This is an optimization exercise on Yosys and OpenROAD, whose aim is small area, a short achievable clock period and few clock cycles per item, not a production implementation.
In this exercise RTL edits were held to simulation tests only and were not proved equivalent to the original.
Power is estimated from default activity; no workload was simulated.

## poly1305_reduce
module poly1305_reduce
(
  input  logic           clk,
  input  logic           rst,
  input  logic           start,
  input  logic [P_W-1:0] P,
  output logic [H_W-1:0] H,
  output logic           ready,
  output logic           busy
);
Size in the first run: ~15000 sq um of cells after synthesis.
clock: 6.0 ns
lec_check: 0
cap_margin: 20
core_margin: 2
core_utilization: 40
setup_slack_margin: 2.5
slew_margin: 20
standard.sh (not shown) runs the stock make flow with config.mk's settings and CLKGATE_MAP_FILE= SYNTH_SCRIPT=/design/flow/synth_recipe.tcl, a recipe that flattens the netlist after the stock synthesis.
==> flow/flow/run.sh <==
#!/bin/bash
# Layout flow: the standard layout (standard.sh: ORFS with the standard flow's synthesis, config and
# constraints), except that the port buffers buffer_ports inserts are buf_1 cells instead of
# the cell it picks by default (clkdlybuf4s50_1, a slow delay cell). Every port still gets
# its buffer. The full output of the run is kept in standard_flow.log in this folder; ORFS
# keeps each step's own log under orfs/logs/.
set -euo pipefail
bash standard.sh "BUFFER_PORTS_ARGS=-buffer_cell sky130_fd_sc_hd__buf_1" finish > standard_flow.log 2>&1
Testbench counts at the start, summed over its fixed seeds: cycles 1,600, items 1,600.
==> next run, changes <==
--- a/flow/design.v
+++ b/flow/design.v
@@ -1789,26 +1789,26 @@
   assign bg[7] = kb[6] & ap[7];
   assign bp[7] = kb[6] ? ((&sum1[127:113]) & ~sum1[112]) : ap[7];
   assign bg[8] = kb[7] & ap[8];
   assign bp[8] = kb[7] ? (sum1[129] & ~sum1[128]) : ap[8];
   assign qt     = {1'b0, u[130]} + {1'b0, v[130]};
   assign l_next = {1'b0, sum1[4:0]} + {2'b00, qt, 2'b00} + {4'b0000, qt};
+  assign kbr   = kb;
+  assign bgr   = bg;
+  assign bpr   = bp;
+  assign cprer = l_next[5];
+  assign lr    = l_next[4:0];
   always_ff @(posedge clk) begin
-    s0    <= sum1[129:5];
-    lr    <= l_next[4:0];
-    cprer <= l_next[5];
-    kbr   <= kb;
-    bgr   <= bg;
-    bpr   <= bp;
+    s0     <= sum1[129:5];
+    tpre2  <= tpre;
+    ppre2  <= ppre;
+    late2  <= late;
+    c2     <= c;
+    H[4:0] <= hl;
+    kb2    <= kb;
   end
-  assign kb2    = kbr;
-  assign tpre2  = tpre;
-  assign ppre2  = ppre;
-  assign late2  = late;
-  assign c2     = c;
-  assign H[4:0] = hl;
   always_ff @(posedge clk or posedge rst) begin
     if (rst) ready <= 1'b0;
     else     ready <= start;
   end
   assign busy = 1'b0;
   logic ch_p0_1;
Design area goes up by a few percent. Worst hold slack degrades by 0.032 ns. Die area goes up by a few percent. Worst setup slack degrades by 0.94 ns. Wire length goes down slightly. Via count goes up by a little under a tenth. Maximum frequency goes down by about a fifth. Clock power goes up by a few percent.
Testbench counts after the change, summed over its fixed seeds: cycles 1,600, items 1,600.

--- another note on this design; it stands on its own ---

Design poly1305_reduce, start of the top module:
module poly1305_reduce
(
  input  logic           clk,
  input  logic           rst,
  input  logic           start,
  input  logic [P_W-1:0] P,
  output logic [H_W-1:0] H,
  output logic           ready,
  output logic           busy
);
For scale: ~1800 cells after synthesis, roughly 180 flip-flops.
Settings: LEC_CHECK=0, ABC_AREA=1, CAP_MARGIN=20, CORE_MARGIN=2, CORE_UTILIZATION=40, SETUP_SLACK_MARGIN=1.75, SLEW_MARGIN=20; clock period 6.0 ns.
standard.sh (not shown) runs the stock make flow with config.mk's settings and CLKGATE_MAP_FILE= SYNTH_SCRIPT=/design/flow/synth_recipe.tcl, a recipe that flattens the netlist after the stock synthesis.
==> flow/flow/run.sh <==
#!/bin/bash
# Layout flow: the standard layout (standard.sh: ORFS with the standard flow's synthesis, config and
# constraints), except that the port buffers buffer_ports inserts are buf_1 cells instead of
# the cell it picks by default (clkdlybuf4s50_1, a slow delay cell). Every port still gets
# its buffer. The full output of the run is kept in standard_flow.log in this folder; ORFS
# keeps each step's own log under orfs/logs/.
set -euo pipefail
bash standard.sh "BUFFER_PORTS_ARGS=-buffer_cell sky130_fd_sc_hd__buf_1" finish > standard_flow.log 2>&1
Testbench counts at the start, summed over its fixed seeds: cycles 1,600, items 1,600.
Then changed:
CORE_UTILIZATION = 45   (was 40)
SETUP_SLACK_MARGIN = 2   (was 1.75)
What happened: Design area climbs by 0.48%. Sequential power hardly moves. Setup slack gains 0.050 ns. Hold slack improves by 0.011 ns. Fmax rose by 1.3%. Die area shrinks by 11%. Sequential share of layout area barely changes. Via count stays flat.
Then changed:
CORE_UTILIZATION = 40   (was 45)
GPL_TIMING_DRIVEN = 1   (was not set)
Result: Final cell count climbs by 2.5%; die area climbs by about 12%; fmax climbs by 2.1%; critical path depth drops by 5.
Then changed:
GPL_TIMING_DRIVEN = not set   (was 1)
SETUP_SLACK_MARGIN = 1.5   (was 2)
What happened: The new run went through all stages and came out clean. Via count is lower slightly. Routed wire length is lower by a few percent. Utilization is lower by 1.3 points. Fmax is lower by a little under a tenth. Hold slack is better by 0.0039 ns. Synthesized area is unchanged.

-- afterwards: timing with drivers on the ports --
How much do the figures lean on ideal ports? The routed layouts below were timed once more, with nothing changed but the port constraints.
Step 1: set_driving_cell puts a clkbuf_16 on clk and a buf_2 on each other input, an assumption about the parent block.
Step 2, shift: input delay + t, output delay - t, t = (earliest + latest rising clock arrival at the registers) / 2. This alone moves slack from input paths to output paths.
Three values: no drivers, after step 1, after step 2; two values: the first two.
run | t (ns) | setup WS [ns] | clock arrival spread, ns | worst slew at a driven data input, ns | pins driven straight from the clock port
the first run of note 1 | 0.474 | 1.038 / 0.985 / 1.182 | 0.015 / 0.015 | 0.09 | 1
the second run of note 1 | 0.479 | 0.098 / 0.116 / -0.363 | 0.010 / 0.010 | 0.09 | 1
the first run of note 2 | 0.474 | 1.988 / 1.941 / 2.136 | 0.015 / 0.015 | 0.11 | 1
the second run of note 2 | 0.471 | 2.037 / 1.988 / 2.095 | 0.014 / 0.014 | 0.09 | 1
the third run of note 2 | 0.476 | 2.120 / 2.073 / 2.133 | 0.014 / 0.014 | 0.11 | 1
the fourth run of note 2 | 0.476 | 1.780 / 1.732 / 2.135 | 0.016 / 0.015 | 0.11 | 1
With both steps, setup timing fails in the second run of note 1, where it was met with ideal ports. For the second run of note 1, which loses most, drivers alone change the setup slack by +0.018 ns; drivers and shift together by -0.461 ns.
